From an optimization exercise on the open Yosys and OpenROAD flow, aimed at a short achievable clock period and few clock cycles; shortcuts taken in it are not production practice. The RTL was checked by simulation tests, not by an equivalence proof against the original design.

## oak
==> flow/design.v <==
`default_nettype none
package dcache_geom_pkg;
	typedef logic [30-1:0] addr_t;    
	typedef logic [32-1:0] word_t;
	typedef logic [26-1:0]   tag_t;
	typedef logic [2-1:0] index_t;
	typedef logic [26+2-1:0] block_addr_t;
	typedef logic [128-1:0]            line_t;
endpackage
`default_nettype wire
`default_nettype none
module dcache_top (
	input  logic        clk,
	input  logic        proc_reset,
	input  logic        proc_read,
	input  logic        proc_write,
	input  dcache_geom_pkg::addr_t       proc_addr,
	input  dcache_geom_pkg::word_t       proc_wdata,
	output dcache_geom_pkg::word_t       proc_rdata,
	output logic        proc_stall,
	output logic        mem_read,
	output logic        mem_write,
	output dcache_geom_pkg::block_addr_t mem_addr,
	output dcache_geom_pkg::line_t       mem_wdata,
	input  dcache_geom_pkg::line_t       mem_rdata,
	input  logic        mem_ready
);
	localparam int S = 4;
	dcache_geom_pkg::line_t data0 [0:S-1];
	dcache_geom_pkg::line_t data1 [0:S-1];
	dcache_geom_pkg::tag_t  tag0  [0:S-1];
	dcache_geom_pkg::tag_t  tag1  [0:S-1];
	logic [S-1:0] valid0, valid1;
	logic [S-1:0] dirty0, dirty1;
	logic [S-1:0] lru;       
	logic st_wb, st_rd, st_done, st_hit, st_fix;
	logic hw_q;              
	logic                         stall_q;
	dcache_geom_pkg::word_t       rdata_q;
	logic                         mrd_q, mwr_q;
	dcache_geom_pkg::block_addr_t maddr_q;
	dcache_geom_pkg::line_t       mwdata_q;
	assign proc_stall = stall_q;
	assign proc_rdata = rdata_q;
	assign mem_read   = mrd_q;
	assign mem_write  = mwr_q;
	assign mem_addr   = maddr_q;
	assign mem_wdata  = mwdata_q;
	dcache_geom_pkg::index_t idx;
	dcache_geom_pkg::tag_t   req_tag;
	logic [1:0]              off;
	logic [S-1:0]            sdec;    
	logic [3:0]              wdec;    
	logic                    req, look;
	assign idx     = proc_addr[2 +: 2];
	assign req_tag = proc_addr[30-1 -: 26];
	assign off     = proc_addr[1:0];
	assign req     = proc_read | proc_write;
	assign look    = ~st_wb & ~st_rd & ~st_done & ~st_fix;
	always_comb begin
		for (int s = 0; s < S; s++) sdec[s] = (idx == s);
		for (int w = 0; w < 4; w++) wdec[w] = (off == w);
	end
	dcache_geom_pkg::index_t aq_idx;
	logic [1:0]              aq_off;
	logic [3:0]              aq_tagl;
	logic                    aq_wr;
	logic [S-1:0]            aq_sdec;
	logic [3:0]              aq_wdec;
	always_ff @(posedge clk) begin
		aq_idx  <= idx;
		aq_off  <= off;
		aq_tagl <= req_tag[3:0];
		aq_wr   <= proc_write;
		aq_sdec <= sdec;
		aq_wdec <= wdec;
	end
	logic [S-1:0] eq0, eq1;
	always_comb begin
		for (int s = 0; s < S; s++) begin
			eq0[s] = (tag0[s] == req_tag);
			eq1[s] = (tag1[s] == req_tag);
		end
	end
	logic hit0, hit1, hit;
	assign hit0 = |(sdec & valid0 & eq0);
	assign hit1 = |(sdec & valid1 & eq1);
	assign hit  = hit0 | hit1;
	logic                   vic_dirty;
	dcache_geom_pkg::tag_t  vic_tag;
	dcache_geom_pkg::line_t vic_line;
	always_comb begin
		vic_dirty = 1'b0;
		vic_tag   = '0;
		vic_line  = '0;
		for (int s = 0; s < S; s++) begin
			if (sdec[s]) begin
				vic_dirty = lru[s] ? dirty1[s] : dirty0[s];
				vic_tag   = lru[s] ? tag1[s]   : tag0[s];
				vic_line  = lru[s] ? data1[s]  : data0[s];
			end
		end
	end
	logic aq_vic;
	always_comb begin
		aq_vic = 1'b0;
		for (int s = 0; s < S; s++) if (aq_sdec[s]) aq_vic = lru[s];
	end
	logic [1:0] l1_set, l2_set;
	logic       l1_way, l2_way;
	logic [3:0] l1_key, l2_key;
	dcache_geom_pkg::line_t l1_line, l2_line;
	always_comb begin
		l1_line = '0;
		l2_line = '0;
		for (int s = 0; s < S; s++) begin
			if (l1_set == s) l1_line = l1_way ? data1[s] : data0[s];
			if (l2_set == s) l2_line = l2_way ? data1[s] : data0[s];
		end
	end
	logic                   take1;
	dcache_geom_pkg::word_t wg;
	assign take1 = (proc_addr[5:2] == l1_key);
	always_comb begin
		wg = '0;
		for (int w = 0; w < 4; w++) begin
			if (wdec[w]) wg = take1 ? l1_line[w*32 +: 32] : l2_line[w*32 +: 32];
		end
	end
	logic guess_ok;
	assign guess_ok = take1 ? ((idx == l1_set) & (hit1 == l1_way))
	                        : ((idx == l2_set) & (hit1 == l2_way));
	dcache_geom_pkg::word_t wfix;
	always_comb begin
		wfix = '0;
		for (int s = 0; s < S; s++) begin
			for (int w = 0; w < 4; w++) begin
				if (aq_sdec[s] && aq_wdec[w]) wfix = hw_q ? data1[s][w*32 +: 32] : data0[s][w*32 +: 32];
			end
		end
	end
	dcache_geom_pkg::word_t wm;
	always_comb begin
		wm = '0;
		for (int w = 0; w < 4; w++) begin
			if (aq_wdec[w]) wm = mem_rdata[w*32 +: 32];
		end
	end
	logic lk_hit, lk_miss;
	assign lk_hit  = look & req & hit;
	assign lk_miss = look & req & ~hit;
	logic fill;
	assign fill = st_rd & mem_ready;
	logic wb_nx, rd_nx, done_nx, selv;
	assign wb_nx   = (lk_miss & vic_dirty) | (st_wb & ~mem_ready);
	assign rd_nx   = (lk_miss & ~vic_dirty) | (st_wb & mem_ready) | (st_rd & ~mem_ready);
	logic lk_done, fix_nx;
	assign lk_done = lk_hit & (proc_write | guess_ok);
	assign fix_nx  = lk_hit & ~proc_write & ~guess_ok;
	assign done_nx = lk_done | fill | st_fix;
	assign selv    = vic_dirty & ~st_rd & ~(st_wb & mem_ready);
	always_ff @(posedge clk) begin
		st_wb    <= ~proc_reset & wb_nx;
		st_rd    <= ~proc_reset & rd_nx;
		st_done  <= ~proc_reset & done_nx;
		st_hit   <= ~proc_reset & (lk_hit | st_fix);
		st_fix   <= ~proc_reset & fix_nx;
		stall_q  <= proc_reset | ~done_nx;
		mwr_q    <= ~proc_reset & ((lk_miss & vic_dirty) | (mwr_q & ~mem_ready));
		mrd_q    <= ~proc_reset & ((lk_miss & ~vic_dirty) | (mwr_q & mem_ready) | (mrd_q & ~mem_ready));
		hw_q     <= st_fix ? hw_q : hit1;
		rdata_q  <= st_rd ? wm : (st_fix ? wfix : wg);
		maddr_q  <= selv ? {vic_tag, idx} : proc_addr[30-1:2];
		mwdata_q <= vic_line;
	end
	logic       touch, t_way;
	logic [3:0] t_key;
	assign touch = (st_done & st_hit) | fill;
	assign t_way = fill ? aq_vic : hw_q;
	assign t_key = {aq_tagl[1:0], aq_idx};
	always_ff @(posedge clk) begin
		if (proc_reset) begin
			l1_set <= 2'd0;
			l1_way <= 1'b0;
			l1_key <= 4'd0;
			l2_set <= 2'd0;
			l2_way <= 1'b0;
			l2_key <= 4'd0;
		end else if (touch && !(t_key == l1_key && aq_idx == l1_set && t_way == l1_way)) begin
			l1_set <= aq_idx;
			l1_way <= t_way;
			l1_key <= t_key;
			l2_set <= l1_set;
			l2_way <= l1_way;
			l2_key <= l1_key;
		end
	end
	logic store;
	assign store = st_done & st_hit & aq_wr;
	dcache_geom_pkg::line_t fill_line;
	always_comb begin
		for (int w = 0; w < 4; w++) begin
			fill_line[w*32 +: 32] = (aq_wr && aq_wdec[w]) ? proc_wdata : mem_rdata[w*32 +: 32];
		end
	end
	always_ff @(posedge clk) begin
		for (int s = 0; s < S; s++) begin
			if (fill && aq_sdec[s] && !aq_vic) begin
				data0[s] <= fill_line;
				tag0[s]  <= req_tag;
			end
			if (fill && aq_sdec[s] && aq_vic) begin
				data1[s] <= fill_line;
				tag1[s]  <= req_tag;
			end
			for (int w = 0; w < 4; w++) begin
				if (store && aq_sdec[s] && aq_wdec[w] && !hw_q) data0[s][w*32 +: 32] <= proc_wdata;
				if (store && aq_sdec[s] && aq_wdec[w] &&  hw_q) data1[s][w*32 +: 32] <= proc_wdata;
			end
		end
	end
	always_ff @(posedge clk) begin
		if (proc_reset) begin
			valid0 <= '0;
			valid1 <= '0;
			dirty0 <= '0;
			dirty1 <= '0;
			lru    <= '0;    
		end else begin
			for (int s = 0; s < S; s++) begin
				if (aq_sdec[s]) begin
					if (fill) begin
						if (aq_vic) begin
							valid1[s] <= 1'b1;
							dirty1[s] <= aq_wr;
						end else begin
							valid0[s] <= 1'b1;
							dirty0[s] <= aq_wr;
						end
						lru[s] <= ~aq_vic;
					end
					if (st_done && st_hit) begin
						lru[s] <= ~hw_q;    
						if (aq_wr) begin
							if (hw_q) dirty1[s] <= 1'b1;
							else      dirty0[s] <= 1'b1;
						end
					end
				end
			end
		end
	end
endmodule
`default_nettype wire
clock: 7.0 ns
lec_check: 0
cap_margin: 20
core_margin: 2
core_utilization: 50
setup_slack_margin: 4.3
slew_margin: 20
tns_end_percent: 100
run.sh (not shown) runs the stock make flow with config.mk's settings and CLKGATE_MAP_FILE= SYNTH_SCRIPT=/design/flow/synth_recipe.tcl, a recipe that flattens the netlist after the stock synthesis.
Testbench counts of oak, summed over its fixed seeds: cycles 192,683.
Inputs modified between oak and pine:
-- flow/config.mk --
<<< oak, line 8
export CAP_MARGIN = 20
export CORE_MARGIN = 2
export CORE_UTILIZATION = 50
export SETUP_SLACK_MARGIN = 4.3
export SLEW_MARGIN = 20
export TNS_END_PERCENT = 100
>>> pine, line 8
export CAP_MARGIN = 20
export CORE_MARGIN = 2
export CORE_UTILIZATION = 45
export SETUP_SLACK_MARGIN = 4.4
export SLEW_MARGIN = 20
export TNS_END_PERCENT = 100
### Flow results
The final layouts of pine and oak pass the timing, design-rule and antenna checks.
pine -> oak: setup slack after placement flat
pine: total global routing track utilization is 5.3 points lower than what oak reported.
Compared with oak, in pine number of well taps now sits higher, total number of nets in the final design now sits at about the same level.

==> what the ideal ports hide <==
Ports are ideal in the flow. The routed layouts listed here were re-timed in OpenROAD.
Step 1 (the two cells are an assumption about what drives the block):
set clk [get_ports {clk}]
set_driving_cell -lib_cell sky130_fd_sc_hd__clkbuf_16 $clk
set_driving_cell -lib_cell sky130_fd_sc_hd__buf_2 [delete_from_list [all_inputs] $clk]
Step 2 also shifts input and output timing later by t, the mid clock arrival at the registers, as if the neighbouring blocks saw the same clock.
a / b / c = ideal ports / drivers / drivers and shift; a / b = the first two.
| run | shift t [ns] | slack for setup (ns) | clock arrival spread, ns |
|---|---|---|---|
| oak | 0.981 | 4.053 / 3.955 / 3.099 | 0.051 / 0.051 |
| pine | 0.988 | 4.031 / 3.932 / 2.943 | 0.057 / 0.057 |
After both steps every run listed still meets setup and hold. For pine, which loses most, drivers alone change the setup slack by -0.099 ns; drivers and shift together by -1.088 ns.
